Context: an optimization exercise on an open-source flow, tuned for small area, a short achievable clock period and few clock cycles. The choices shown serve that exercise and are no tape-out recipe. RTL that was checked went through simulation tests only; none was proved equivalent to the original. Only the layout flow was run in runs 6 and 7; the RTL was not checked for function there. No activity file was given, so power comes from the tool's default toggle rates.

--- design.v ---
package ccp_pkg;
   localparam int GEN_MAX_LEN_DEF = 17;
   localparam int COUNT_WIDTH_DEF = 32;
   localparam int LEN_HARD_CAP = 17;
   localparam int CSR_DATA_W  = 32;
   localparam int CSR_INDEX_W = 2;
   localparam int POLY_W      = 17;
   localparam int GLEN_W      = 5;
   localparam int MSG_W       = 32;
   localparam int QUEUE_DEPTH_DEF = 2;
   localparam int PAD_W    = 4;
   localparam int CW_LEN_W = 6;
   typedef enum logic [CSR_INDEX_W-1:0] {
      CSR_DATAWORD_IS_BYTE = 2'd0,
      CSR_GEN_POLY         = 2'd1,
      CSR_GEN_LENGTH       = 2'd2,
      CSR_MESSAGE_BYTES    = 2'd3
   } csr_index_type;
   typedef struct packed {
      logic              dataword_is_byte;
      logic [POLY_W-1:0] gen_poly;
      logic [GLEN_W-1:0] gen_length;
      logic [MSG_W-1:0]  message_bytes;
   } cfg_type;
   typedef struct packed {
      logic                hdr;
      logic [PAD_W-1:0]    pad;
      logic                eom;
      logic [CW_LEN_W-1:0] cw_len;
   } job_ctl_type;
endpackage
module crc_codeword_packer_unit (
   input  logic        clock,
   input  logic        reset,
   input  logic        req_valid,
   output logic        req_ready,
   input  logic [7:0]  req_data_byte,
   output logic        rsp_valid,
   input  logic        rsp_ready,
   output logic [7:0]  rsp_out_byte,
   output logic        rsp_is_header,
   output logic        rsp_last_of_run,
   input  logic        csr_write_en,
   input  logic [1:0]  csr_index,
   input  logic [31:0] csr_wdata
);
   logic rst_ff;
   always_ff @(posedge clock) rst_ff <= reset;
   logic        isb;
   logic [15:0] poly;
   logic [4:0]  glen;
   logic [31:0] mreg;
   always_ff @(posedge clock) begin
      if (csr_write_en && csr_index == 2'd0)      isb <= csr_wdata[0];
      else if (rst_ff)                             isb <= 1'b1;
      if (csr_write_en && csr_index == 2'd1)      poly <= csr_wdata[15:0];
      else if (rst_ff)                             poly <= 16'd13;
      if (csr_write_en && csr_index == 2'd2)      glen <= csr_wdata[4:0];
      else if (rst_ff)                             glen <= 5'd4;
      if (csr_write_en && csr_index == 2'd3)      mreg <= csr_wdata;
      else if (rst_ff)                             mreg <= 32'd1;
   end
   logic [4:0]  r_c;
   logic [15:0] pal_c;
   always_comb begin
      if (glen == 5'd0)       r_c = 5'd0;
      else if (glen > 5'd17)  r_c = 5'd16;
      else                    r_c = glen - 5'd1;
      pal_c = (r_c == 5'd0) ? 16'd0 : (poly << (5'd16 - r_c));
   end
   logic [7:0] cc;
   logic [7:0] qa;    
   logic [7:0] qn;
   always_comb begin
      cc = {pal_c[9], pal_c[10], pal_c[11], pal_c[12], pal_c[13], pal_c[14], pal_c[15], 1'b1};
      qa[0] = 1'b1;
      qa[1] = cc[1];
      qa[2] = cc[2] ^ cc[1];
      qa[3] = cc[3] ^ (cc[1] & cc[1]);
      qa[4] = cc[4] ^ (cc[2] & cc[1]) ^ cc[2];
      qa[5] = cc[5] ^ (cc[3] & cc[1]) ^ (cc[1] & cc[2]);
      qa[6] = cc[6] ^ (cc[4] & cc[1]) ^ (cc[2] & cc[2]) ^ cc[3];
      qa[7] = cc[7] ^ (cc[5] & cc[1]) ^ (cc[3] & cc[2]) ^ (cc[1] & cc[3]);
      qn[0] = qa[0];
      qn[1] = qa[1];
      qn[2] = qa[2];
      qn[3] = qa[3];
      qn[4] = qa[4] ^ cc[1];
      qn[5] = qa[5] ^ (qa[1] & cc[1]);
      qn[6] = qa[6] ^ (qa[2] & cc[1]);
      qn[7] = qa[7] ^ (qa[3] & cc[1]);
   end
   logic [15:0] pal;
   logic [4:0]  r;
   logic [7:1]  qc;
   always_ff @(posedge clock) begin
      pal <= pal_c;
      r   <= r_c;
      qc  <= qn[7:1];
   end
   logic       rdy_ff;
   logic       acc_ff;
   logic       hv, tv;
   logic [7:0] hb, tb;
   logic       hhd;           
   logic       hph;           
   logic       hst, tst;      
   logic [31:0] n1;
   logic        cclr;          
   logic        mopen;
   assign req_ready = rdy_ff;
   logic [31:0] n1_p1;
   logic        ge_raw;
   logic        eom_new;
   logic [31:0] tg [6];
   logic [31:0] te [6];
   always_comb begin
      for (int i = 0; i < 32; i++) begin
         tg[0][i] = n1[i] & ~mreg[i];
         te[0][i] = ~(n1[i] ^ mreg[i]);
      end
      for (int l = 1; l < 6; l++) begin
         tg[l] = '0;
         te[l] = '0;
         for (int i = 0; i < (32 >> l); i++) begin
            tg[l][i] = tg[l-1][2*i+1] | (te[l-1][2*i+1] & tg[l-1][2*i]);
            te[l][i] = te[l-1][2*i+1] & te[l-1][2*i];
         end
      end
      ge_raw  = tg[5][0] | te[5][0];
      eom_new = cclr ? (mreg[31:1] == 31'd0) : ge_raw;
      n1_p1   = n1 + 32'd1;
   end
   wire h_fresh = acc_ff & ~tv;
   wire t_fresh = acc_ff & tv;
   wire h_st    = h_fresh ? ~mopen  : hst;
   wire t_st    = t_fresh ? ~mopen  : tst;
   wire h_nhdr  = h_st & ~hhd;
   logic [7:0]  hb_src;
   logic [7:0]  fb_src;
   logic [7:0]  hfb;
   logic [15:0] rem_hi;
   logic [15:0] rem_fin;
   always_comb begin
      for (int i = 0; i < 8; i++) begin
         fb_src[i] = hb_src[7-i];
         for (int j = 0; j < i; j++) begin
            if (i < 4 || j >= 4) fb_src[i] = fb_src[i] ^ (qc[i-j] & hb_src[7-j]);
            else                 fb_src[i] = fb_src[i] ^ (qc[i-j] & hb_src[7-j] & isb);
         end
      end
      rem_hi = 16'd0;
      for (int j = 0; j < 4; j++) rem_hi = rem_hi ^ ({16{hfb[j]}} & (pal << (3 - j)));
      rem_fin = {16{isb}} & (rem_hi << 4);
      for (int j = 4; j < 8; j++) rem_fin = rem_fin ^ ({16{hfb[j]}} & (pal << (7 - j)));
   end
   logic        nib_small;
   logic        p_final;
   logic [23:0] piece;
   logic [4:0]  plen;
   logic [6:0]  mx, my;
   logic [23:0] merged;
   always_comb begin
      nib_small = ~isb & (r < 5'd4);
      p_final   = isb | nib_small | hph;
      mx = {hb[7:4], rem_hi[15:13]};
      my = {hb[3:0], rem_fin[15:13]};
      merged = {mx, 17'd0} | ({my, 17'd0} >> (5'd4 + {3'd0, r[1:0]}));
      if (isb)            piece = {hb, rem_fin};
      else if (nib_small) piece = merged;
      else if (!hph)      piece = {hb[7:4], rem_hi, 4'd0};
      else                piece = {hb[3:0], rem_fin, 4'd0};
      if (isb)            plen = 5'd8 + r;
      else if (nib_small) plen = 5'd8 + {r[3:0], 1'b0};
      else                plen = 5'd4 + r;
   end
   logic [2:0] m3;
   logic [2:0] b8;
   logic [5:0] prod;
   logic [3:0] pad;
   always_comb begin
      m3   = (mreg == 32'd0) ? 3'd1 : mreg[2:0];
      b8   = isb ? r[2:0] : {r[1:0], 1'b0};
      prod = {3'd0, m3} * {3'd0, b8};
      pad  = 4'd8 - {1'b0, prod[2:0]};
   end
   logic [30:0] work;
   logic [4:0]  c;
   logic        vld, hdr, lst, fin;
   assign rsp_valid       = vld;
   assign rsp_out_byte    = work[30:23];
   assign rsp_is_header   = hdr;
   assign rsp_last_of_run = lst;
   logic [4:0]  cn  [2];
   logic        hdn [2];
   logic        fnn [2];
   logic        ldh [2];
   logic        ldp [2];
   logic        upd [2];    
   logic [30:0] ps;
   assign ps = {piece, 7'd0} >> c[2:0];
   for (genvar f = 0; f < 2; f++) begin : g_f
      logic [4:0]  c1;
      logic        room;
      always_comb begin
         c1   = f ? (c - 5'd8) : c;
         room = f ? (c < 5'd16) : (c < 5'd8);
         ldh[f] = hv & room & h_nhdr;
         ldp[f] = hv & room & ~h_nhdr;
         upd[f] = ~hv | (ldp[f] & p_final);
         cn[f]  = c1;
         hdn[f] = f ? 1'b0 : hdr;
         fnn[f] = fin;
         if (ldh[f]) begin
            cn[f]  = 5'd8 + {1'b0, pad};
            hdn[f] = 1'b1;
            fnn[f] = 1'b0;
         end else if (ldp[f]) begin
            cn[f]  = c1 + plen;
            hdn[f] = 1'b0;
            fnn[f] = p_final;
         end
      end
   end
   wire idle_start = ~hv & (c == 5'd0) & ~mopen;
   logic [30:0] wk [2];
   logic        vl [2];
   logic        ls [2];
   always_comb begin
      wk[1] = ldh[1] ? {4'd0, pad, 23'd0} : ({work[22:0], 8'd0} | (ldp[1] ? ps : 31'd0));
      wk[0] = ldh[0] ? {4'd0, pad, 23'd0} : idle_start ? 31'd0 : (work | (ldp[0] ? ps : 31'd0));
      for (int f = 0; f < 2; f++) begin
         vl[f] = cn[f] >= 5'd8;
         ls[f] = fnn[f] & (cn[f] >= 5'd8) & (cn[f] < 5'd16);
      end
   end
   logic [30:0] work_n;
   logic [4:0]  c_n;
   logic        hdr_n_w, fin_n_w, vld_n, lst_n, u, ld_hdr, ld_pc, accept, byp;
   logic        tv_n, hv_n, rdy_n;
   ccp_late u_late (
      .rsp_ready (rsp_ready),
      .req_valid (req_valid),
      .vld       (vld),
      .rdy       (rdy_ff),
      .idle      (idle_start),
      .tv        (tv),
      .pad       (pad),
      .wk1 (wk[1]),  .wk0 (wk[0]),
      .cn1 (cn[1]),  .cn0 (cn[0]),
      .hd1 (hdn[1]), .hd0 (hdn[0]),
      .fn1 (fnn[1]), .fn0 (fnn[0]),
      .vl1 (vl[1]),  .vl0 (vl[0]),
      .ls1 (ls[1]),  .ls0 (ls[0]),
      .up1 (upd[1]), .up0 (upd[0]),
      .lh1 (ldh[1]), .lh0 (ldh[0]),
      .lp1 (ldp[1]), .lp0 (ldp[0]),
      .work_n (work_n),
      .c_n    (c_n),
      .hdr_n  (hdr_n_w),
      .fin_n  (fin_n_w),
      .vld_n  (vld_n),
      .lst_n  (lst_n),
      .u      (u),
      .ld_hdr (ld_hdr),
      .ld_pc  (ld_pc),
      .accept (accept),
      .byp    (byp),
      .tv_n   (tv_n),
      .hv_n   (hv_n)
   );
   always_ff @(posedge clock) begin
      work <= work_n;
      if (rst_ff) begin
         c   <= 5'd0;
         hdr <= 1'b0;
         fin <= 1'b0;
         lst <= 1'b0;
      end else begin
         c   <= c_n;
         hdr <= hdr_n_w;
         fin <= fin_n_w;
         lst <= lst_n;
      end
      if (reset || rst_ff) vld <= 1'b0;
      else                 vld <= vld_n;
   end
   assign hb_src = tv ? tb : req_data_byte;
   always_ff @(posedge clock) begin
      if (reset || rst_ff || (csr_write_en && (csr_index == 2'd1 || csr_index == 2'd2)))
         rdy_ff <= 1'b0;
      else
         rdy_ff <= ~tv_n;
   end
   always_ff @(posedge clock) begin
      if (rst_ff) begin
         acc_ff <= 1'b0;
         hv     <= 1'b0;
         tv     <= 1'b0;
         cclr   <= 1'b1;
         mopen  <= 1'b0;
      end else begin
         acc_ff <= accept;
         if (acc_ff) begin
            n1    <= cclr ? 32'd2 : n1_p1;
            cclr  <= eom_new;
            mopen <= ~eom_new;
         end
         tv <= tv_n;
         hv <= hv_n;
      end
      if (u) begin
         hfb <= fb_src;
         if (tv) begin
            hb   <= tb;
            hst  <= t_st;
            hhd  <= 1'b0;
         end else begin
            hb   <= req_data_byte;
            hhd  <= byp;
         end
         hph <= 1'b0;
      end else begin
         hst  <= h_st;
         if (ld_hdr) hhd <= 1'b1;
         if (ld_pc)  hph <= 1'b1;
      end
      if (tv) begin
         tst  <= t_st;
      end else begin
         tb   <= req_data_byte;
      end
   end
endmodule
module ccp_late (
   input  logic        rsp_ready,
   input  logic        req_valid,
   input  logic        vld,
   input  logic        rdy,
   input  logic        idle,
   input  logic        tv,
   input  logic [3:0]  pad,
   input  logic [30:0] wk1, wk0,
   input  logic [4:0]  cn1, cn0,
   input  logic        hd1, hd0,
   input  logic        fn1, fn0,
   input  logic        vl1, vl0,
   input  logic        ls1, ls0,
   input  logic        up1, up0,
   input  logic        lh1, lh0,
   input  logic        lp1, lp0,
   output logic [30:0] work_n,
   output logic [4:0]  c_n,
   output logic        hdr_n,
   output logic        fin_n,
   output logic        vld_n,
   output logic        lst_n,
   output logic        u,
   output logic        ld_hdr,
   output logic        ld_pc,
   output logic        accept,
   output logic        byp,
   output logic        tv_n,
   output logic        hv_n
);
   wire fire = vld & rsp_ready;
   assign accept = req_valid & rdy;
   assign byp    = accept & idle;
   always_comb begin
      work_n = fire ? wk1 : wk0;
      work_n[26:23] = (fire ? wk1[26:23] : wk0[26:23]) | ({4{byp}} & pad);
      c_n    = (fire ? cn1 : cn0) | ({5{byp}} & (5'd8 + {1'b0, pad}));
      hdr_n  = (fire ? hd1 : hd0) | byp;
      fin_n  = (fire ? fn1 : fn0) & ~byp;
      vld_n  = (fire ? vl1 : vl0) | byp;
      lst_n  = (fire ? ls1 : ls0) & ~byp;
      u      = fire ? up1 : up0;
      ld_hdr = fire ? lh1 : lh0;
      ld_pc  = fire ? lp1 : lp0;
      tv_n   = ~u & (tv | accept);
      hv_n   = ~u | tv | accept;
   end
endmodule
--- flow/run.sh ---
#!/bin/bash
# Standard layout, with the timing repair steps aiming for setup slack well
# above zero at the design's clock period, plain buffers on the ports, and
# clock tree synthesis without dummy loads.
set -euo pipefail
bash standard.sh SETUP_SLACK_MARGIN=11.8 \
  "BUFFER_PORTS_ARGS=-buffer_cell sky130_fd_sc_hd__buf_4" \
  "CTS_ARGS=-sink_clustering_enable -repair_clock_nets -sink_clustering_size 30 -buf_list sky130_fd_sc_hd__clkbuf_8 -dont_use_dummy_load" \
  finish > standard_make.log 2>&1
--- standard.sh ---
#!/bin/bash
# synth_recipe.tcl (not shown) runs the flow's synth.tcl, then flattens the netlist and writes it again
# the make line also repeats each setting of config.mk as NAME=value (left out here)
make -C /OpenROAD-flow-scripts/flow DESIGN_CONFIG=/design/flow/config.mk WORK_HOME=/design/flow/orfs CLKGATE_MAP_FILE= SYNTH_SCRIPT=/design/flow/synth_recipe.tcl "${@:-finish}"
--- config.mk ---
export PLATFORM = sky130hd
export DESIGN_NAME = crc_codeword_packer_unit
export DESIGN_NICKNAME = crc_codeword_packer_unit
export VERILOG_FILES = /design/flow/design.v
export SDC_FILE = /design/flow/constraint.sdc
export NUM_CORES = 4
export LEC_CHECK = 0
export ABC_CLOCK_PERIOD_IN_PS = 3000
export CAP_MARGIN = 20
export CORE_MARGIN = 2
export CORE_UTILIZATION = 70
export CTS_BUF_LIST = sky130_fd_sc_hd__clkbuf_8
export CTS_CLUSTER_SIZE = 30
export SLEW_MARGIN = 20
--- constraint.sdc ---
create_clock -name core_clock -period 16.0 [get_ports {clock}]
set_input_delay 3.2000 -clock core_clock [delete_from_list [all_inputs] [get_ports {clock}]]
set_output_delay 3.2000 -clock core_clock [all_outputs]
set_load 0.01 [all_outputs]
==> notes.md, run 1 <==
status=complete, no violations; final std cells w/o fill=1675; GPL Wtd Cong=0.932; max-slew violations=0; Clock Tree Buf Depth=2; first-pass GRT wire length=49300 µm; DR vias=10.5k; Pwr Total=1.38 mW; Horiz. Die Dim=139 µm; Pleak=5.40 nW; Max Clock Freq=0.240 GHz; buffer and inverter count on the worst path=1; Worst setup endpoint=rsp_valid; final worst-path cycle share=0.260; R2R Setup Slk=12.07 ns; row cnt=49; Largest delay share family, worst path=flip-flops; most instantiated library cell after synthesis=nand2_1; worst path required time=12.80 ns; Synth area leader=edfxtp_1; Residual DRC=0; Flop pwr share=0.461; CTS tree=yes; placed insts=1649; Routed WL=30300 µm; yosys warns=24; setup tns final=0 ns; final hold viol count=0; via/cell ratio=6.27; relative slew slack=0.404; Commonest cells post-synth=nand2_1 (245), xnor2_1 (111), edfxtp_1 (104); number of enable flip-flop cells after synthesis=104; register area share after synthesis=0.373; Worst setup startpoint=vld$_SDFF_PP0_; DRT antenna net count=0; Comb pwr share=0.366; RSZ-0062 raised after global routing=false; Worst R2R End=qc[7]$_DFF_P_; CP arrival=0.96 ns; synthesized area=0.0128 mm²; clk root buf=clkbuf_8; Worst setup SP type=flop; n_diodes=0; Clk Latency, worst-skew pair=0.48 ns; Tightest Pin Transition=0.893 ns; Total GRT Usage=0.315; hold crit path type=reg -> reg; CTS buffer count=17; Syn Nets=1549; die height=139 µm; slowest stage cell, crit path=dfxtp_2; Hold Buf Count CTS=0; endpoint class of the critical path=output port; FF+latch count, synth=187; Pwr Density=101 mW/mm²; Port Buffer Count=58; Max VDD drop=0.0618 mV; Placeable Area=0.0180 mm²; switching power total=512 µW; initial antenna violation count=0; clock-pin slew on the worst setup and hold paths=0.08 ns; CP Cell Sequence=buf_4; initial DRC count=948; worst reg-to-reg path cell count=17; Worst path depth=1; Setup CP Type=reg -> out; Main synth FF type=edfxtp_1; r2r startpoint=glen[0]$_SDFFCE_PN0P_; Area Growth Syn to Fin=6.75%; largest net degree at the start of global routing=57; cell-internal power=866 µW; Nets=1553; Largest stage delay, worst path=0.37 ns; share of the synthesized area in the top cell type=0.244; Mapped Cells=1444; Crit Path Max Fanout=3; vias in the first global route=9914; DPL Wire Length=22200 µm; DIE AREA=0.0194 mm²; Sw Ratio=0.372; Final setup violation count=0; Mapped Avg Cell Area=8.87 µm²; CTS H-tree lvls=4; Synth area leaders=edfxtp_1 (24%), dfxtp_1 (13%), xnor2_1 (7.6%), nand2_1 (7.2%), ha_1 (5.6%); Netlist cell types=74; Final min period=4.16 ns; grt ovf=0; Setup Skew=0.0447 ns; Initial Util=0.713; share of flip-flops with an asynchronous set or reset=0; Clock Sinks=187; total of max-cap violations=0; wire per inst=18.1 µm; IO Count=59; clock power share=0.174; Detailed Routing Iterations Pass 1=7; share of cells above drive strength 1=0.114
-- cell type report --
class	instances	area, µm²
clock buffers	17	234
multi-input cells	1104	7550
inverters	63	236
well taps	229	287
repair buffers	75	579
fillers	1338	4290
flip-flops and latches	187	4790
-- metrics by stage --
step	area (µm²)	hold WS, ns	utilization	setup WS (ns)
after floorplan	12900	0.426	-	11.41
after global placement	13300	0.438	0.740	10.80
after detailed placement	13300	0.450	0.740	10.80
after CTS	13600	0.464	0.756	11.80
after global routing	13700	0.494	0.761	11.80
final	13700	0.464	0.761	11.84
-- power groups by stage --
stage               logic [mW]  clock network [mW]  registers, mW
finish                   0.503               0.239          0.635
global route             0.553               0.258          0.642
CTS                      0.490               0.242          0.631
detailed placement       0.484                   0          0.641
global placement         0.478                   0          0.640
floorplan                0.425                   0          0.587
-- cell usage in the layout (no fill, tap or decap), types with 7 or more instances in the layout --
cell      Yosys  routed
a211oi_1      7       7
a21o_1       15      14
a21oi_1      56      55
a221o_1       9       9
a22o_1        7       7
a22oi_1      19      19
a31oi_1       8       8
and3_1       61      61
buf_4         8      73
clkbuf_8      0      17
dfxtp_1      83      79
edfxtp_1    104     104
ha_1         57      55
inv_1        61      61
mux2_2       21      17
mux2i_1      65      65
nand2_1     245     233
nand2_2       1       9
nand2b_1     11      10
nand3_1      23      23
nand4_1      16      16
nor2_1      101      96
nor2b_1       8       8
nor3_1       17      17
nor4_1       11      11
o211ai_1      7       7
o21ai_0      56      55
o22ai_1       9       9
xnor2_1     111     111
xor2_1       60      59
-- flip-flops by register name, indices dropped and copies added, names as in the netlist, 5 cells and up --
| name | flops |
|---|---|
| poly | 16 |
| work | 31 |
| qc | 7 |
| glen | 5 |
| mreg | 32 |
| hfb | 8 |
| pal | 15 |
| c | 5 |
| n1 | 32 |
| hb | 7 |
| r | 5 |
| tb | 8 |
-- metal layers --
layer,vias up,share of wire,global-route usage
met3,96,0.059,0.0485
li1,5094,-,-
met4,0,0.040,0.143
met1,4904,0.41,0.401
met5,-,0,0
met2,400,0.49,0.532
-- repair_timing --
action / 4_1_cts / 5_1_grt
setup buffers: 2 / 6
pin swaps: 2 / 1
resized for setup: 9 / 11
setup endpoints to repair: 61 / 47
cloned: 1 / 0
endpoints found under the hold margin: 0 / 0
-- worst min-delay path by stage --
stage	from	slack, ns	depth (start not counted)	end
2_1_floorplan	work[0]$_DFF_P_	0.43	2	work[0]$_DFF_P_
3_3_place_gp	work[0]$_DFF_P_	0.44	2	work[0]$_DFF_P_
3_5_place_dp	work[6]$_DFF_P_	0.45	2	work[6]$_DFF_P_
4_1_cts	work[4]$_DFF_P_	0.46	2	work[4]$_DFF_P_
5_1_grt	work[6]$_DFF_P_	0.49	2	work[6]$_DFF_P_
6_report	work[4]$_DFF_P_	0.46	2	work[4]$_DFF_P_
-- logic make-up (layout without fill, tap and decap cells) --
logic type,count (synthesis),after routing,share of synthesized area
compound gates,257,258,0.136
xor+xnor,174,174,0.123
fa+ha+maj,58,58,0.0572
buf+inv,154,155,0.0503
flops,187,187,0.373
mux,88,88,0.0730
simple gates,526,526,0.188
Testbench counts, summed over its fixed seeds: cycles 14,147.
==> run 2, diff against run 1 <==
--- a/config.mk
+++ b/config.mk
@@ -8,7 +8,8 @@
 export ABC_CLOCK_PERIOD_IN_PS = 3000
 export CAP_MARGIN = 20
 export CORE_MARGIN = 2
-export CORE_UTILIZATION = 70
+export CORE_UTILIZATION = 75
 export CTS_BUF_LIST = sky130_fd_sc_hd__clkbuf_8
 export CTS_CLUSTER_SIZE = 30
+export PLACE_DENSITY = 0.8
 export SLEW_MARGIN = 20
==> notes.md, run 2 <==
Commonest cells post-synth=nand2_1 (245), xnor2_1 (111), edfxtp_1 (104); Largest delay share family, worst path=flip-flops; DRT antenna net count=0; share of flip-flops with an asynchronous set or reset=0; n_diodes=0; final std cells w/o fill=1663; wire per inst=18.7 µm; DR vias=10.7k; Netlist cell types=74; Placeable Area=0.0166 mm²; CTS tree=yes; top flop regs=mreg: 32 flops, n1: 32 flops, work: 31 flops; FF+latch count, synth=187; Worst setup SP type=flop; IO Count=59; Nets=1550; grt ovf=0; Crit Path Max Fanout=4; relative slew slack=0.275; Pleak=5.39 nW; Total GRT Usage=0.345; Syn Nets=1549; CTS H-tree lvls=4; CP arrival=0.98 ns; initial DRC count=1114; Residual DRC=0; Final min period=4.18 ns; final hold viol count=0; Setup CP Type=reg -> out; Horiz. Die Dim=135 µm; Max Clock Freq=0.239 GHz; Synth area leaders=edfxtp_1 (24%), dfxtp_1 (13%), xnor2_1 (7.6%), nand2_1 (7.2%), ha_1 (5.6%); number of enable flip-flop cells after synthesis=104; Port Buffer Count=58; Max VDD drop=0.0678 mV; clock-pin slew on the worst setup and hold paths=0.09 ns; Clock Tree Buf Depth=2; yosys warns=24; synthesized area=0.0128 mm²; largest net degree at the start of global routing=57; max-slew violations=0; most instantiated library cell after synthesis=nand2_1; Largest stage delay, worst path=0.37 ns; Final setup violation count=0; GPL Wtd Cong=0.918; post-layout util=0.819; register area share after synthesis=0.373; hold_ws=0.458 ns; placed insts=1639; Area Growth Syn to Fin=6.42%; clk root buf=clkbuf_8; row cnt=47; first-pass GRT wire length=49800 µm; most frequent cells in the layout=nand2_1 (233), xnor2_1 (111), edfxtp_1 (104); share of the synthesized area in the top cell type=0.244; leading cell type in the layout, fill and taps excluded=nand2_1; initial antenna violation count=0; die height=135 µm; hold crit path type=reg -> reg; DPL Wire Length=22500 µm; slowest stage cell, crit path=dfxtp_2; CTS buffer count=17; Tightest Pin Transition=1.08 ns; total of max-cap violations=0; vias in the first global route=10.2k; Pwr Density=101 mW/mm²; Initial Util=0.770; worst path required time=12.80 ns; Clk Latency, worst-skew pair=0.49 ns; final worst slack=11.82 ns; Setup Skew=0.0357 ns; endpoint class of the critical path=output port; Detailed Routing Iterations Pass 1=6; Clock Sinks=187; CP Cell Sequence=buf_4; Main synth FF type=edfxtp_1; DIE AREA=0.0181 mm²; final worst-path cycle share=0.261; Mapped Cells=1444; share of cells above drive strength 1=0.112; via/cell ratio=6.44; setup tns final=0 ns; RSZ-0062 raised after global routing=true; buffer and inverter count on the worst path=1; Place WS=10.76 ns; Mapped Avg Cell Area=8.87 µm²; Synth area leader=edfxtp_1; status=complete, no violations; Routed WL=31000 µm
==> run 2: layout make-up <==
cell class              instances  area (µm²)
fillers                      1102        3010
multi-input cells            1104        7560
well taps                     220         275
repair buffers                 72         544
clock buffers                  17         234
flip-flops and latches        187        4790
inverters                      63         236
==> run 2: cells by family (layout without fill, tap and decap cells) <==
group           Yosys count  count (layout)  synth area share
fa+ha+maj                58              58            0.0572
mux                      88              88            0.0730
compound gates          257             258             0.136
flops                   187             187             0.373
simple gates            526             526             0.188
xor+xnor                174             174             0.123
buf+inv                 154             152            0.0503
==> run 2: per-layer routing <==
metal | global-route usage | part of all wire | vias to the layer above
met1 | 0.430 | 0.41 | 5059
met2 | 0.599 | 0.50 | 481
met5 | 0 | 0 | -
li1 | - | - | 5068
met4 | 0.143 | 0.037 | 0
met3 | 0.0548 | 0.062 | 99
==> run 2: worst min-delay path: stages, from the launching register on <==
cell     delay, ns
dfxtp_1       0.33
nand2_1       0.05
o21ai_0       0.06
==> run 2: power by group <==
group / switching (mW) / leakage, nW / internal [mW] / total, mW
logic: 0.287 / 3.50 / 0.215 / 0.503
registers: 0.0807 / 1.77 / 0.554 / 0.634
clock network: 0.150 / 0.122 / 0.0941 / 0.244
==> run 2: path summary, 6_finish.rpt <==
check                                           start         endpoint  slack [ns]  cells past startpoint
worst max-delay path                rdy_ff$_SDFF_PP0_        req_ready       11.82                      1
worst min register to register        work[4]$_DFF_P_  work[4]$_DFF_P_        0.46                      2
worst min-delay path                  work[4]$_DFF_P_  work[4]$_DFF_P_        0.46                      2
worst max register to register  glen[0]$_SDFFCE_PN0P_    qc[7]$_DFF_P_       11.96                     17
==> run 2: stage by stage <==
step | area, µm² | total power, mW
2_1_floorplan | 12900 | 1.01
5_1_grt | 13600 | 1.44
3_5_place_dp | 13300 | 1.13
6_report | 13600 | 1.38
3_3_place_gp | 13300 | 1.11
4_1_cts | 13600 | 1.36
==> run 2: timing repair <==
item | in CTS | in global routing
resized for setup | 8 | 9
endpoints found under the hold margin | 0 | 0
gates cloned | 1 | 0
buffers inserted | 2 | 4
hold buffers | 0 | 0
endpoints found under the setup margin | 52 | 35
pin swaps | 1 | 1
==> run 3, diff against run 2 <==
--- a/config.mk
+++ b/config.mk
@@ -11,5 +11,6 @@
 export CORE_UTILIZATION = 75
 export CTS_BUF_LIST = sky130_fd_sc_hd__clkbuf_8
 export CTS_CLUSTER_SIZE = 30
+export GPL_ROUTABILITY_DRIVEN = 0
 export PLACE_DENSITY = 0.8
 export SLEW_MARGIN = 20
==> notes.md, run 3 <==
most instantiated library cell after synthesis=nand2_1; initial DRC count=1312; Placeable Area=0.0166 mm²; share of flip-flops with an asynchronous set or reset=0; Synth area leaders=edfxtp_1 (24%), dfxtp_1 (13%), xnor2_1 (7.6%), nand2_1 (7.2%), ha_1 (5.6%); Hold Buf Count CTS=0; leading cell type in the layout, fill and taps excluded=nand2_1; FF+latch count, synth=187; total of max-cap violations=0; clk root buf=clkbuf_8; initial antenna violation count=0; cell-internal power=867 µW; register area share after synthesis=0.373; switching power total=519 µW; Clock Tree Buf Depth=2; via/cell ratio=6.44; share of cells above drive strength 1=0.115; max-slew violations=0; number of enable flip-flop cells after synthesis=104; Synth area leader=edfxtp_1; Mapped Avg Cell Area=8.87 µm²; row cnt=47; DRT antenna net count=0; Pwr Density=101 mW/mm²; Comb pwr share=0.366; Setup Skew=0.0436 ns; status=complete, no violations; clock power share=0.176; Setup CP Type=in -> reg; Commonest cells post-synth=nand2_1 (245), xnor2_1 (111), edfxtp_1 (104); CP arrival=4.28 ns; CTS tree=yes; Horiz. Die Dim=135 µm; wire length on met3=1970 µm; Worst setup SP type=input port; Place WS=10.83 ns; Max Clock Freq=0.238 GHz; Crit Path Max Fanout=13; Clk Latency, worst-skew pair=0.47 ns; Final min period=4.19 ns; Residual DRC=0; Metal-1 WL=12400 µm; wire per inst=18.4 µm; R2R Setup Slk=11.89 ns; fillers=1049; Pleak=5.40 nW; CTS H-tree lvls=4; DPL Wire Length=22100 µm; Initial Util=0.770; top flop regs=mreg: 32 flops, n1: 32 flops, work: 31 flops; Mapped Cells=1444; Port Buffer Count=58; Routed WL=30700 µm; final worst-path cycle share=0.262; vias in the first global route=10.2k; share of the synthesized area in the top cell type=0.244; Tightest Pin Transition=0.865 ns; relative slew slack=0.422; final hold viol count=0; Clock Sinks=187; WL met2=15000 µm; yosys warns=24; Sw Ratio=0.375; die height=135 µm; setup tns final=0 ns; final worst slack=11.81 ns; CTS buffer count=17; first-pass GRT wire length=49400 µm; IO Count=59; grt ovf=0; Total GRT Usage=0.341; endpoint class of the critical path=flop; Detailed Routing Iterations Pass 1=6; max layer used=met4; DR vias=10.7k; Max VDD drop=0.0597 mV; most frequent cells in the layout=nand2_1 (233), xnor2_1 (111), edfxtp_1 (104); worst path required time=16.09 ns; Main synth FF type=edfxtp_1; n_diodes=0; DIE AREA=0.0181 mm²; RSZ-0062 raised after global routing=true; Area Growth Syn to Fin=6.69%; largest net degree at the start of global routing=57; Nets=1554; Netlist cell types=74; clock-pin slew on the worst setup and hold paths=0.08 ns; hold crit path type=reg -> reg; synthesized area=0.0128 mm²; Final setup violation count=0; Flop pwr share=0.458; Syn Nets=1549
==> run 3: layer usage <==
| layer | vias up | GRT usage |
|---|---|---|
| met5 | - | 0 |
| met4 | 0 | 0.171 |
| met3 | 108 | 0.0458 |
| met2 | 502 | 0.575 |
| met1 | 5050 | 0.433 |
| li1 | 5072 | - |
==> run 3: power groups by stage <==
stage	logic [mW]	clock network, mW	registers [mW]
2_1_floorplan	0.425	0	0.587
3_3_place_gp	0.472	0	0.640
3_5_place_dp	0.484	0	0.641
4_1_cts	0.489	0.242	0.631
5_1_grt	0.548	0.262	0.640
6_report	0.507	0.244	0.635
==> run 3: worst paths after layout <==
check | to | depth (start not counted) | start
worst max-delay path | hb[2]$_DFFE_PN_ | 6 | rsp_ready
worst min-delay path | work[4]$_DFF_P_ | 2 | work[4]$_DFF_P_
worst max register to register | qc[7]$_DFF_P_ | 17 | glen[0]$_SDFFCE_PN0P_
worst min register to register | work[4]$_DFF_P_ | 2 | work[4]$_DFF_P_
==> run 3: what timing repair did <==
action                     4_1_cts  5_1_grt
pin swaps                        1        2
gates cloned                     1        0
buffers inserted                 2        7
resized for setup               10        8
setup endpoints to repair       54       21
==> run 3: worst max-delay path: stages <==
cell	delay [ns]
buf_4	0.12
nand2_4	0.14
nand2_1	0.15
nand2_4	0.12
nand2_4	0.13
o21ai_4	0.41
==> run 3: kinds of logic after synthesis <==
logic type,share of synthesized area
muxes,0.0730
buffers and inverters,0.0503
adders and majority gates,0.0572
AOI/OAI and AO/OA,0.136
xor gates and xnor gates,0.123
DFF,0.373
and+or+nand+nor,0.188
==> run 3: layout make-up <==
| cell class | count | area (µm²) | area share |
|---|---|---|---|
| multi-input cells | 1104 | 7550 | 0.552 |
| flip-flops and latches | 187 | 4790 | 0.350 |
| repair buffers | 76 | 583 | 0.0427 |
| well taps | 220 | 275 | 0.0201 |
| inverters | 63 | 236 | 0.0173 |
| clock buffers | 17 | 234 | 0.0171 |
==> run 3: stage by stage <==
step / instance area (µm²) / total power [mW] / std cells / util / hold WS, ns
detailed placement: 13300 / 1.12 / 1640 / 0.798 / 0.443
finish: 13700 / 1.39 / 1667 / 0.821 / 0.478
global placement: 13300 / 1.11 / 1640 / 0.798 / 0.435
CTS: 13600 / 1.36 / 1660 / 0.815 / 0.470
global route: 13700 / 1.45 / 1667 / 0.821 / 0.488
floorplan: 12900 / 1.01 / 1444 / - / 0.426
==> run 4, diff against run 3 <==
--- a/config.mk
+++ b/config.mk
@@ -8,9 +8,8 @@
 export ABC_CLOCK_PERIOD_IN_PS = 3000
 export CAP_MARGIN = 20
 export CORE_MARGIN = 2
-export CORE_UTILIZATION = 75
+export CORE_UTILIZATION = 70
 export CTS_BUF_LIST = sky130_fd_sc_hd__clkbuf_8
 export CTS_CLUSTER_SIZE = 30
 export GPL_ROUTABILITY_DRIVEN = 0
-export PLACE_DENSITY = 0.8
 export SLEW_MARGIN = 20
==> notes.md, run 4 <==
status=complete, no violations; DRT antenna net count=0; Total GRT Usage=0.312; Max VDD drop=0.0707 mV; Placed Area=0.0133 mm²; row cnt=49; Routed WL=29800 µm; Pleak=5.39 nW; Commonest cells post-synth=nand2_1 (245), xnor2_1 (111), edfxtp_1 (104); endpoint class of the critical path=output port; Setup Skew=0.0393 ns; relative slew slack=0.258; hold crit path type=reg -> reg; Clock Tree Buf Depth=2; Syn Nets=1549; total of max-cap violations=0; via/cell ratio=6.24; Synth area leader=edfxtp_1; synthesized area=0.0128 mm²; vias in the first global route=10.1k; Detailed Routing Iterations Pass 1=6; die height=139 µm; n_diodes=0; Clk Latency, worst-skew pair=0.47 ns; final worst slack=11.83 ns; r2r startpoint=glen[0]$_SDFFCE_PN0P_; max-slew violations=0; Final min period=4.17 ns; DIE AREA=0.0194 mm²; IO Count=59; Pwr Density=101 mW/mm²; R2R Setup Slk=12.06 ns; slowest stage cell, crit path=dfxtp_2; clock-pin slew on the worst setup and hold paths=0.08 ns; RSZ-0062 raised after global routing=false; Clock Sinks=187; hold_sp=work[4]$_DFF_P_; Max Clock Freq=0.240 GHz; initial DRC count=909; worst path required time=12.80 ns; most instantiated library cell after synthesis=nand2_1; worst reg-to-reg path cell count=17; fillers=1337; share of the synthesized area in the top cell type=0.244; CTS H-tree lvls=4; Setup CP Type=reg -> out; wire per inst=17.8 µm; Horiz. Die Dim=139 µm; Port Buffer Count=58; Largest delay share family, worst path=flip-flops; largest net degree at the start of global routing=57; Worst setup SP type=flop; final worst-path cycle share=0.260; CP arrival=0.97 ns; leading cell type in the layout, fill and taps excluded=nand2_1; top flop regs=mreg: 32 flops, n1: 32 flops, work: 31 flops; buffer and inverter count on the worst path=1; grt ovf=0; register area share after synthesis=0.373; setup tns final=0 ns; number of enable flip-flop cells after synthesis=104; Finished Cell Area=0.0136 mm²; Place WS=10.82 ns; Nets=1551; first-pass GRT wire length=49500 µm; WHS Endpoint=work[4]$_DFF_P_; clk root buf=clkbuf_8; Largest stage delay, worst path=0.38 ns; CP Cell Sequence=buf_4; final hold viol count=0; Final setup violation count=0; Tightest Pin Transition=1.11 ns; Area Growth Syn to Fin=6.48%; share of cells above drive strength 1=0.112; Mapped Avg Cell Area=8.87 µm²; Worst R2R End=qc[7]$_DFF_P_; Crit Path Max Fanout=4; DPL Wire Length=22100 µm; Main synth FF type=edfxtp_1; Mapped Cells=1444; Netlist cell types=74; Synth area leaders=edfxtp_1 (24%), dfxtp_1 (13%), xnor2_1 (7.6%), nand2_1 (7.2%), ha_1 (5.6%); Residual DRC=0; yosys warns=24; FF+latch count, synth=187; CTS tree=yes; Worst Hold Depth=2; Placeable Area=0.0180 mm²; CTS buffer count=17; Pwr Total=1.37 mW; Initial Util=0.713; most frequent cells in the layout=nand2_1 (232), xnor2_1 (111), edfxtp_1 (104); share of flip-flops with an asynchronous set or reset=0; DR vias=10.4k; initial antenna violation count=0
==> run 4: what timing repair did <==
item,CTS,global route
setup buffers,2,5
pin swaps,1,1
hold buffers,0,0
setup endpoints to repair,49,45
gates cloned,1,0
gates resized for setup,8,6
==> run 4: through the flow <==
stage	instances	hold slack, ns	util
2_1_floorplan	1444	0.426	-
3_3_place_gp	1648	0.436	0.740
3_5_place_dp	1648	0.449	0.740
4_1_cts	1668	0.469	0.755
5_1_grt	1673	0.502	0.760
6_report	1673	0.463	0.760
==> run 4: layer usage <==
metal	track usage	wire (µm)	up-vias
met5	0	0	-
li1	-	-	5073
met3	0.0420	1500	87
met1	0.403	12600	4882
met4	0.139	1090	0
met2	0.527	14600	395
==> run 4: cell families after synthesis <==
group                    Yosys count  synth area share
AO/OA/AOI/OAI                    257             0.136
adder cells (fa/ha/maj)           58            0.0572
multiplexers                      88            0.0730
buffers and inverters            154            0.0503
flip-flops                       187             0.373
AND/OR/NAND/NOR                  526             0.188
XOR/XNOR                         174             0.123
==> run 4: worst max path at each step <==
stage | from | end | cells past startpoint | slack (ns)
floorplan | rsp_ready | rdy_ff$_SDFF_PP0_ | 8 | 11.41
finish | work[24]$_DFF_P_ | rsp_out_byte[1] | 1 | 11.83
detailed placement | rsp_ready | rdy_ff$_SDFF_PP0_ | 8 | 10.82
CTS | rsp_ready | rdy_ff$_SDFF_PP0_ | 8 | 11.80
global placement | rsp_ready | rdy_ff$_SDFF_PP0_ | 8 | 10.87
global route | glen[0]$_SDFFCE_PN0P_ | qc[7]$_DFF_P_ | 17 | 11.78
==> run 4: area by class of cell <==
type | instances | area, µm² | share of cell area
multi-input combinational | 1104 | 7540 | 0.553
inverter | 63 | 236 | 0.0173
sequential | 187 | 4790 | 0.351
tap | 229 | 287 | 0.0210
timing repair buffer | 73 | 561 | 0.0411
clock buffer | 17 | 234 | 0.0171
==> run 4: power breakdown <==
| group | internal (mW) | switching, mW |
|---|---|---|
| Sequential | 0.554 | 0.0812 |
| Combinational | 0.216 | 0.283 |
| Clock | 0.0940 | 0.144 |
| Total | 0.863 | 0.508 |
==> run 5, diff against run 4 <==
--- a/config.mk
+++ b/config.mk
@@ -8,8 +8,7 @@
 export ABC_CLOCK_PERIOD_IN_PS = 3000
 export CAP_MARGIN = 20
 export CORE_MARGIN = 2
-export CORE_UTILIZATION = 70
+export CORE_UTILIZATION = 65
 export CTS_BUF_LIST = sky130_fd_sc_hd__clkbuf_8
 export CTS_CLUSTER_SIZE = 30
-export GPL_ROUTABILITY_DRIVEN = 0
 export SLEW_MARGIN = 20
==> notes.md, run 5 <==
Crit Path Max Fanout=4; hold_sp=work[6]$_DFF_P_; die height=144 µm; Mapped Cells=1444; Detailed Routing Iterations Pass 1=6; CTS buffer count=17; R2R Setup Slk=12.09 ns; Final setup violation count=0; CP arrival=0.97 ns; Pwr Density=100 mW/mm²; Sw Ratio=0.372; Setup CP Type=reg -> out; Placed Area=0.0133 mm²; top flop regs=mreg: 32 flops, n1: 32 flops, work: 31 flops; leading cell type in the layout, fill and taps excluded=nand2_1; Hold Buf Count CTS=0; Synth area leaders=edfxtp_1 (24%), dfxtp_1 (13%), xnor2_1 (7.6%), nand2_1 (7.2%), ha_1 (5.6%); status=complete, no violations; switching power total=511 µW; vias in the first global route=9649; initial antenna violation count=0; row cnt=51; share of the synthesized area in the top cell type=0.244; Max Clock Freq=0.240 GHz; clock-pin slew on the worst setup and hold paths=0.08 ns; CTS H-tree lvls=4; total of max-cap violations=0; n_diodes=0; hold crit path type=reg -> reg; worst path required time=12.80 ns; Comb pwr share=0.364; Synth area leader=edfxtp_1; slowest stage cell, crit path=dfxtp_4; share of cells above drive strength 1=0.111; Mapped Avg Cell Area=8.87 µm²; Port Buffer Count=58; Clk Latency, worst-skew pair=0.48 ns; WHS Endpoint=work[6]$_DFF_P_; largest net degree at the start of global routing=57; CP Cell Sequence=buf_4; synthesized area=0.0128 mm²; wire per inst=17.9 µm; CTS tree=yes; Finished Cell Area=0.0137 mm²; relative slew slack=0.403; DR vias=10.4k; Area Growth Syn to Fin=7.06%; FF+latch count, synth=187; most frequent cells in the layout=nand2_1 (233), xnor2_1 (111), edfxtp_1 (104); Worst R2R End=qc[7]$_DFF_P_; register area share after synthesis=0.373; Main synth FF type=edfxtp_1; Worst Hold Depth=2; setup tns final=0 ns; cell-internal power=864 µW; final worst-path cycle share=0.261; Total GRT Usage=0.302; Clock Tree Buf Depth=2; Place WS=10.78 ns; Largest delay share family, worst path=flip-flops; Netlist cell types=74; final worst slack=11.83 ns; Placeable Area=0.0194 mm²; Initial Util=0.661; max-slew violations=0; Commonest cells post-synth=nand2_1 (245), xnor2_1 (111), edfxtp_1 (104); final hold viol count=0; Max VDD drop=0.0527 mV; Residual DRC=0; Setup Skew=0.0445 ns; Pwr Total=1.37 mW; initial DRC count=860; Clock Sinks=187; share of flip-flops with an asynchronous set or reset=0; endpoint class of the critical path=output port; RSZ-0062 raised after global routing=true; Routed WL=30600 µm; worst reg-to-reg path cell count=14; Largest stage delay, worst path=0.37 ns; Tightest Pin Transition=0.894 ns; Flop pwr share=0.462; clock power share=0.174; GPL Wtd Cong=0.925; Final min period=4.17 ns; IO Count=59; Horiz. Die Dim=144 µm; Worst setup SP type=flop; via/cell ratio=6.06; clk root buf=clkbuf_8; DIE AREA=0.0209 mm²; Syn Nets=1549; buffer and inverter count on the worst path=1; Pleak=5.40 nW; r2r startpoint=glen[0]$_SDFFCE_PN0P_; DPL Wire Length=22500 µm; most instantiated library cell after synthesis=nand2_1; yosys warns=24; Nets=1552; number of enable flip-flop cells after synthesis=104; DRT antenna net count=0; first-pass GRT wire length=49100 µm; grt ovf=0
==> run 5: cell type report <==
| type | count | area [µm²] |
|---|---|---|
| Fill cell | 1558 | 5680 |
| Multi-Input combinational cell | 1104 | 7540 |
| Inverter | 63 | 236 |
| Clock buffer | 17 | 234 |
| Sequential cell | 187 | 4790 |
| Tap cell | 265 | 332 |
| Timing Repair Buffer | 74 | 581 |
==> run 5: cell families (layout without fill, tap and decap cells) <==
| logic type | after synthesis | count (layout) | share of synthesized area |
|---|---|---|---|
| AOI/OAI and AO/OA | 257 | 258 | 0.136 |
| buffers and inverters | 154 | 154 | 0.0503 |
| DFF | 187 | 187 | 0.373 |
| muxes | 88 | 88 | 0.0730 |
| and+or+nand+nor | 526 | 526 | 0.188 |
| xor gates and xnor gates | 174 | 174 | 0.123 |
| adders and majority gates | 58 | 58 | 0.0572 |
==> run 5: power groups by stage <==
| stage | registers [mW] | logic (mW) | clock network (mW) |
|---|---|---|---|
| 6_report | 0.634 | 0.500 | 0.240 |
| 5_1_grt | 0.643 | 0.545 | 0.260 |
| 4_1_cts | 0.632 | 0.492 | 0.244 |
| 3_5_place_dp | 0.642 | 0.487 | 0 |
| 3_3_place_gp | 0.642 | 0.480 | 0 |
| 2_1_floorplan | 0.587 | 0.425 | 0 |
==> run 5: worst max path at each step <==
stage	startpoint	end	slack, ns	depth (start not counted)
after floorplan	rsp_ready	rdy_ff$_SDFF_PP0_	11.41	8
after global placement	rsp_ready	rdy_ff$_SDFF_PP0_	10.85	8
after detailed placement	rsp_ready	rdy_ff$_SDFF_PP0_	10.78	8
after CTS	rdy_ff$_SDFF_PP0_	req_ready	11.78	1
after global routing	rsp_ready	rdy_ff$_SDFF_PP0_	11.76	8
final	work[24]$_DFF_P_	rsp_out_byte[1]	11.83	1
==> run 5: per-layer routing <==
layer | vias up | part of all wire | global-route usage
li1 | 5073 | - | -
met3 | 82 | 0.046 | 0.0397
met4 | 0 | 0.035 | 0.114
met1 | 4884 | 0.43 | 0.396
met2 | 331 | 0.49 | 0.509
met5 | - | 0 | 0
==> run 5: timing repair <==
| action | 4_1_cts | 5_1_grt |
|---|---|---|
| endpoints found under the setup margin | 46 | 61 |
| cloned | 1 | 0 |
| resized for setup | 7 | 8 |
| setup buffers | 4 | 3 |
| pin swaps | 2 | 2 |
==> run 5: through the flow <==
stage,hold WS [ns],std cells,util
after global placement,0.440,1685,0.687
final,0.467,1710,0.707
after detailed placement,0.449,1685,0.687
after CTS,0.467,1707,0.704
after floorplan,0.426,1444,-
after global routing,0.483,1710,0.707
==> run 6, diff against run 5 <==
--- a/design.v
+++ b/design.v
@@ -48,25 +48,27 @@
    always_ff @(posedge clock) rst_ff <= reset;
    logic        isb;
    logic [15:0] poly;
-   logic [4:0]  glen;
+   logic [4:0]  r;              
+   logic [4:0]  r_w;
    logic [31:0] mreg;
+   always_comb begin
+      if (csr_wdata[4:0] == 5'd0)      r_w = 5'd0;
+      else if (csr_wdata[4:0] > 5'd17) r_w = 5'd16;
+      else                             r_w = csr_wdata[4:0] - 5'd1;
+   end
    always_ff @(posedge clock) begin
       if (csr_write_en && csr_index == 2'd0)      isb <= csr_wdata[0];
       else if (rst_ff)                             isb <= 1'b1;
       if (csr_write_en && csr_index == 2'd1)      poly <= csr_wdata[15:0];
       else if (rst_ff)                             poly <= 16'd13;
-      if (csr_write_en && csr_index == 2'd2)      glen <= csr_wdata[4:0];
-      else if (rst_ff)                             glen <= 5'd4;
+      if (csr_write_en && csr_index == 2'd2)      r <= r_w;
+      else if (rst_ff)                             r <= 5'd3;
       if (csr_write_en && csr_index == 2'd3)      mreg <= csr_wdata;
       else if (rst_ff)                             mreg <= 32'd1;
    end
-   logic [4:0]  r_c;
    logic [15:0] pal_c;
    always_comb begin
-      if (glen == 5'd0)       r_c = 5'd0;
-      else if (glen > 5'd17)  r_c = 5'd16;
-      else                    r_c = glen - 5'd1;
-      pal_c = (r_c == 5'd0) ? 16'd0 : (poly << (5'd16 - r_c));
+      pal_c = (r == 5'd0) ? 16'd0 : (poly << (5'd16 - r));
    end
    logic [7:0] cc;
    logic [7:0] qa;    
@@ -91,11 +93,9 @@
       qn[7] = qa[7] ^ (qa[3] & cc[1]);
    end
    logic [15:0] pal;
-   logic [4:0]  r;
    logic [7:1]  qc;
    always_ff @(posedge clock) begin
       pal <= pal_c;
-      r   <= r_c;
       qc  <= qn[7:1];
    end
    logic       rdy_ff;
@@ -129,7 +129,7 @@
       end
       ge_raw  = tg[5][0] | te[5][0];
       eom_new = cclr ? (mreg[31:1] == 31'd0) : ge_raw;
-      n1_p1   = n1 + 32'd1;
+      n1_p1   = {n1[31:1] & {31{~cclr}}, n1[0] | cclr} + {31'd0, acc_ff};
    end
    wire h_fresh = acc_ff & ~tv;
    wire t_fresh = acc_ff & tv;
@@ -301,8 +301,8 @@
          mopen  <= 1'b0;
       end else begin
          acc_ff <= accept;
+         n1 <= n1_p1;
          if (acc_ff) begin
-            n1    <= cclr ? 32'd2 : n1_p1;
             cclr  <= eom_new;
             mopen <= ~eom_new;
          end
--- a/config.mk
+++ b/config.mk
@@ -8,7 +8,7 @@
 export ABC_CLOCK_PERIOD_IN_PS = 3000
 export CAP_MARGIN = 20
 export CORE_MARGIN = 2
-export CORE_UTILIZATION = 65
+export CORE_UTILIZATION = 70
 export CTS_BUF_LIST = sky130_fd_sc_hd__clkbuf_8
 export CTS_CLUSTER_SIZE = 30
 export SLEW_MARGIN = 20
==> notes.md, run 6 <==
share of flip-flops with an asynchronous set or reset=0; Setup Skew=0.0388 ns; r2r startpoint=r[1]$_SDFFCE_PN1P_; wire per inst=18.5 µm; Syn Nets=1556; Max Clock Freq=0.239 GHz; yosys warns=24; number of enable flip-flop cells after synthesis=104; register area share after synthesis=0.363; final worst slack=11.81 ns; IO Count=59; GRT met3 Usage=0.0650; share of cells above drive strength 1=0.128; Final setup violation count=0; worst reg-to-reg path cell count=11; total of max-cap violations=0; initial antenna violation count=0; Port Buffer Count=58; most instantiated library cell after synthesis=nand2_1; DIE AREA=0.0196 mm²; endpoint class of the critical path=flop; RSZ-0062 raised after global routing=true; Routed WL=31000 µm; Synth area leader=edfxtp_1; Max VDD drop=0.113 mV; CTS H-tree lvls=4; top flop regs=mreg: 32 flops, n1: 32 flops, work: 31 flops; Place WS=11.05 ns; R2R Setup Slk=12.06 ns; grt ovf=0; max-slew violations=0; Initial Util=0.717; vias in the first global route=9935; DPL Wire Length=23100 µm; Clk Latency, worst-skew pair=0.47 ns; Nets=1557; Residual DRC=0; Placeable Area=0.0180 mm²; most frequent cells in the layout=nand2_1 (227), xnor2_1 (114), edfxtp_1 (104); Total GRT Usage=0.318; GPL Wtd Cong=0.971; Detailed Routing Iterations Pass 1=5; DRT antenna net count=0; Worst setup startpoint=rsp_ready; Clock Sinks=182; final std cells w/o fill=1678; worst path required time=16.34 ns; Crit Path Max Fanout=8; Horiz. Die Dim=140 µm; CP arrival=4.52 ns; Clock Tree Buf Depth=2; Setup CP Type=in -> reg; DR vias=10.5k; share of the synthesized area in the top cell type=0.242; setup tns final=0 ns; Final min period=4.19 ns; M1 GR Usage=0.470; synthesized area=0.0129 mm²; Tightest Pin Transition=1.03 ns; placed insts=1651; Mapped Cells=1450; first-pass GRT wire length=50500 µm; Mapped Avg Cell Area=8.91 µm²; Pleak=5.34 nW; Commonest cells post-synth=nand2_1 (238), xnor2_1 (114), edfxtp_1 (104); Worst R2R End=qc[7]$_DFF_P_; clk root buf=clkbuf_8; CTS tree=yes; row cnt=49; Worst setup endpoint=work[19]$_DFF_P_; Hold Buf Count CTS=0; via/cell ratio=6.28; Pwr Total=1.35 mW; Main synth FF type=edfxtp_1; die height=140 µm; Worst setup SP type=input port; status=complete, no violations; final worst-path cycle share=0.262; clock-pin slew on the worst setup and hold paths=0.08 ns; hold crit path type=reg -> reg; met2 GRT Util=0.486; Area Growth Syn to Fin=6.06%; CTS buffer count=17; relative slew slack=0.313; Netlist cell types=84; most used routing layer=met2; largest net degree at the start of global routing=52; Pwr Density=98.7 mW/mm²; initial DRC count=1114; final hold viol count=0; Synth area leaders=edfxtp_1 (24%), dfxtp_1 (12%), xnor2_1 (7.7%), nand2_1 (6.9%), ha_1 (5.6%); leading cell type in the layout, fill and taps excluded=nand2_1; FF+latch count, synth=182; n_diodes=0
==> run 6: changes by cell type in the layout (fill, tap and decap cells not counted), sizes merged, moves of 5 or more <==
cell,change
nand3,+10
o31a,+5
and3,-13
a21oi,+11
mux4,+6
mux2i,-28
o22a,-5
a21o,-5
xnor2,+9
xor2,-6
o22ai,+5
dfxtp,-5
nor2b,+12
==> run 6: worst max-delay path, cell delays in order <==
cell and delay [ns]:
buf_6 0.07, and2_4 0.20, nor2_4 0.06, a21oi_4 0.19
or2_2 0.28, nor2_4 0.08, a222oi_1 0.33, o21ai_1 0.10
==> run 6: what timing repair did <==
item,CTS,global route
pin swaps,1,4
endpoints found under the setup margin,41,47
gates resized for setup,5,6
endpoints found under the hold margin,0,0
gates cloned,1,0
buffers inserted,2,7
==> run 6: worst min-delay path by stage <==
| stage | startpoint | endpoint | slack [ns] | depth (start not counted) |
|---|---|---|---|---|
| after floorplan | work[0]$_DFF_P_ | work[0]$_DFF_P_ | 0.43 | 2 |
| after global placement | work[2]$_DFF_P_ | work[2]$_DFF_P_ | 0.45 | 2 |
| after detailed placement | work[3]$_DFF_P_ | work[3]$_DFF_P_ | 0.46 | 2 |
| after CTS | work[3]$_DFF_P_ | work[3]$_DFF_P_ | 0.46 | 2 |
| final | work[1]$_DFF_P_ | work[1]$_DFF_P_ | 0.46 | 2 |
| after global routing | work[3]$_DFF_P_ | work[3]$_DFF_P_ | 0.48 | 2 |
==> run 6: metal layers <==
metal | routed length (µm) | share of wire
met5 | 0 | 0
met4 | 458 | 0.015
met3 | 2710 | 0.087
met2 | 13900 | 0.45
met1 | 13900 | 0.45
==> run 6: report_power, final <==
group	switching, mW	leakage [nW]	total [mW]	internal, mW
clock network	0.143	0.122	0.237	0.0941
logic	0.274	3.54	0.485	0.211
registers	0.0847	1.67	0.630	0.545
==> run 6: layout make-up <==
class / count / area [µm²]
Inverter: 62 / 240
Timing Repair inverter: 1 / 6.26
Sequential cell: 182 / 4680
Timing Repair Buffer: 74 / 572
Multi-Input combinational cell: 1113 / 7680
Tap cell: 229 / 287
Clock buffer: 17 / 234
Fill cell: 1344 / 4330
==> run 6: cells by family after synthesis <==
logic type | after synthesis | share of synthesized area
and+or+nand+nor | 549 | 0.201
AOI/OAI and AO/OA | 263 | 0.135
DFF | 182 | 0.363
xor gates and xnor gates | 176 | 0.128
buffers and inverters | 155 | 0.0546
muxes | 66 | 0.0615
adders and majority gates | 59 | 0.0577
==> run 6: through the flow <==
stage          cell area [µm²]  hold slack, ns  utilization
6_report                 13700           0.461        0.760
5_1_grt                  13700           0.475        0.760
4_1_cts                  13600           0.464        0.756
3_5_place_dp             13300           0.455        0.740
3_3_place_gp             13300           0.446        0.740
2_1_floorplan            13100           0.426            -
==> run 7, diff against run 6 <==
==> flow/run.sh (replaced) <==
#!/bin/bash
# Standard layout, with the timing repair steps aiming for setup slack well
# above zero at the design's clock period, and clock tree synthesis without
# dummy loads.
set -euo pipefail
bash standard.sh SETUP_SLACK_MARGIN=11.5 \
  "CTS_ARGS=-sink_clustering_enable -repair_clock_nets -sink_clustering_size 30 -buf_list sky130_fd_sc_hd__clkbuf_8 -dont_use_dummy_load" \
  finish > standard_make.log 2>&1
==> notes.md, run 7 <==
status=complete, no violations; most instantiated library cell after synthesis=nand2_1; Port Buffer Count=58; first-pass GRT wire length=51100 µm; final std cells w/o fill=1685; endpoint class of the critical path=flop; cell-internal power=855 µW; Comb pwr share=0.362; final hold viol count=0; share of cells above drive strength 1=0.0900; share of flip-flops with an asynchronous set or reset=0; Synth area leader=edfxtp_1; grt ovf=0; clock-pin slew on the worst setup and hold paths=0.10 ns; GPL Wtd Cong=0.954; CTS tree=yes; Synth area leaders=edfxtp_1 (24%), dfxtp_1 (12%), xnor2_1 (7.7%), nand2_1 (6.9%), ha_1 (5.6%); Final setup violation count=0; Main synth FF type=edfxtp_1; DPL Wire Length=22700 µm; clock power share=0.177; vias in the first global route=9910; top flop regs=mreg: 32 flops, n1: 32 flops, work: 31 flops; most frequent cells in the layout=nand2_1 (231), xnor2_1 (113), edfxtp_1 (104); die height=140 µm; worst path required time=16.24 ns; row cnt=49; synthesized area=0.0129 mm²; final worst-path cycle share=0.278; Detailed Routing Iterations Pass 1=7; max-slew violations=0; Crit Path Max Fanout=8; Max VDD drop=0.0864 mV; Pwr Total=1.36 mW; n_diodes=0; DR vias=10.7k; wire per inst=18.6 µm; clk root buf=clkbuf_8; Syn Nets=1556; wire length on met3=2360 µm; share of the synthesized area in the top cell type=0.242; Setup CP Type=in -> reg; Mapped Cells=1450; CTS H-tree lvls=4; Sw Ratio=0.371; yosys warns=24; Setup Skew=0.0420 ns; Clock Sinks=182; IO Count=59; Metal-1 WL=14300 µm; Commonest cells post-synth=nand2_1 (238), xnor2_1 (114), edfxtp_1 (104); Total GRT Usage=0.323; largest net degree at the start of global routing=52; hold crit path type=reg -> reg; Horiz. Die Dim=140 µm; FF+latch count, synth=182; Max Clock Freq=0.225 GHz; Initial Util=0.717; Placeable Area=0.0180 mm²; setup tns final=0 ns; placed insts=1654; Final min period=4.44 ns; Pleak=5.39 nW; WL met2=14200 µm; CP arrival=4.68 ns; Mapped Avg Cell Area=8.91 µm²; DIE AREA=0.0196 mm²; initial antenna violation count=0; Pwr Density=97.4 mW/mm²; Routed WL=31400 µm; Residual DRC=0; initial DRC count=1112; Tightest Pin Transition=1.05 ns; DRT antenna net count=0; CTS buffer count=17; leading cell type in the layout, fill and taps excluded=nand2_1; relative slew slack=0.300; Clock Tree Buf Depth=2; Nets=1564; Flop pwr share=0.461; Area Growth Syn to Fin=7.96%; Clk Latency, worst-skew pair=0.48 ns; RSZ-0062 raised after global routing=true; Worst setup SP type=input port; Hold Buf Count CTS=0; Netlist cell types=84; max layer used=met4; number of enable flip-flop cells after synthesis=104; register area share after synthesis=0.363; total of max-cap violations=0; switching power total=504 µW; via/cell ratio=6.34
-- run 7: cell counts after synthesis --
No cell type changed its count.
-- run 7: repair_timing --
action,CTS,global route
gates resized for setup,35,20
cloned,1,0
pin swaps,6,12
endpoints found under the setup margin,105,90
setup buffers,9,4
endpoints found under the hold margin,0,0
-- run 7: path summary, 6_finish.rpt --
check | startpoint | endpoint | slack [ns] | depth (start not counted)
max | req_data_byte[7] | hfb[6]$_DFFE_PN_ | 11.56 | 8
max reg2reg | r[1]$_SDFFCE_PN1P_ | qc[7]$_DFF_P_ | 11.77 | 11
min | work[2]$_DFF_P_ | work[2]$_DFF_P_ | 0.46 | 2
min reg2reg | work[2]$_DFF_P_ | work[2]$_DFF_P_ | 0.46 | 2
-- run 7: per-stage QoR --
step	hold WS, ns	cell area, µm²	setup slack (ns)	util
2_1_floorplan	0.426	13000	11.41	-
3_3_place_gp	0.443	13400	10.50	0.744
3_5_place_dp	0.443	13400	10.43	0.744
4_1_cts	0.462	13800	11.46	0.767
5_1_grt	0.499	13900	11.47	0.774
6_report	0.463	13900	11.56	0.774
-- run 7: per-layer routing --
layer,vias up,GRT usage
li1,5103,-
met1,5041,0.477
met2,496,0.509
met3,38,0.0454
met4,0,0.0737
met5,-,0
-- run 7: critical path, stage by stage --
cell	delay, ns
clkdlybuf4s50_1	0.42
mux2_4	0.29
buf_6	0.14
nand2_1	0.08
xor2_1	0.17
xnor2_1	0.13
nand2_1	0.09
xnor2_1	0.15
-- run 7: cell type report --
| type | instances | area [µm²] |
|---|---|---|
| inverters | 62 | 245 |
| well taps | 229 | 287 |
| repair inverters | 1 | 6.26 |
| clock buffers | 17 | 234 |
| flip-flops and latches | 182 | 4690 |
| fillers | 1292 | 4080 |
| repair buffers | 81 | 786 |
| multi-input cells | 1113 | 7700 |
-- run 7: cell families after synthesis --
logic type                 Yosys count  share of synthesized area
buffers and inverters              155                     0.0546
muxes                               66                     0.0615
xor gates and xnor gates           176                      0.128
DFF                                182                      0.363
adders and majority gates           59                     0.0577
and+or+nand+nor                    549                      0.201
AOI/OAI and AO/OA                  263                      0.135
-- run 7: power groups by stage --
stage	combinational, mW	clock (mW)	sequential (mW)
5_1_grt	0.538	0.257	0.633
4_1_cts	0.478	0.240	0.623
3_3_place_gp	0.468	0	0.633
3_5_place_dp	0.476	0	0.633
6_report	0.492	0.240	0.627
2_1_floorplan	0.418	0	0.580

-- afterwards: timing with drivers on the ports --
The flow's constraints put no driver on any port. The routed layouts listed below were extracted and timed again, unchanged, in two steps.
Step 1 sets driving cells, clkbuf_16 on the clock port and buf_2 on the other inputs (assumed; they add their load-dependent delay and slew).
Step 2 adds t to the input delays and takes it off the output delays; t is the mean of the earliest and latest rising clock arrival at the registers after step 1. Input paths then give back, and output paths get back, about the clock's delay inside the block.
Three values: ideal, step 1, step 2; two values: the first two.
| run | t (ns) | setup WS [ns] | worst setup path after step 2 | worst register clock-pin slew, ns | worst slew at a driven data input, ns |
|---|---|---|---|---|---|
| run 1 | 0.502 | 11.840 / 11.796 / 11.371 | input to register | 0.11 / 0.11 | 0.05 |
| run 2 | 0.512 | 11.824 / 11.779 / 11.349 | input to register | 0.11 / 0.11 | 0.05 |
| run 3 | 0.498 | 11.807 / 11.792 / 11.330 | input to register | 0.11 / 0.11 | 0.04 |
| run 4 | 0.502 | 11.833 / 11.788 / 11.396 | input to register | 0.11 / 0.11 | 0.05 |
| run 5 | 0.504 | 11.830 / 11.784 / 11.359 | input to register | 0.11 / 0.11 | 0.06 |
| run 6 | 0.498 | 11.813 / 11.801 / 11.319 | input to register | 0.11 / 0.11 | 0.07 |
| run 7 | 0.502 | 11.560 / 11.579 / 11.076 | input to register | 0.11 / 0.11 | 0.05 |
After both steps setup and hold are still met in every run listed. The setup slack of run 6, which loses most, moves by -0.012 ns with the drivers and by -0.494 ns with both steps.
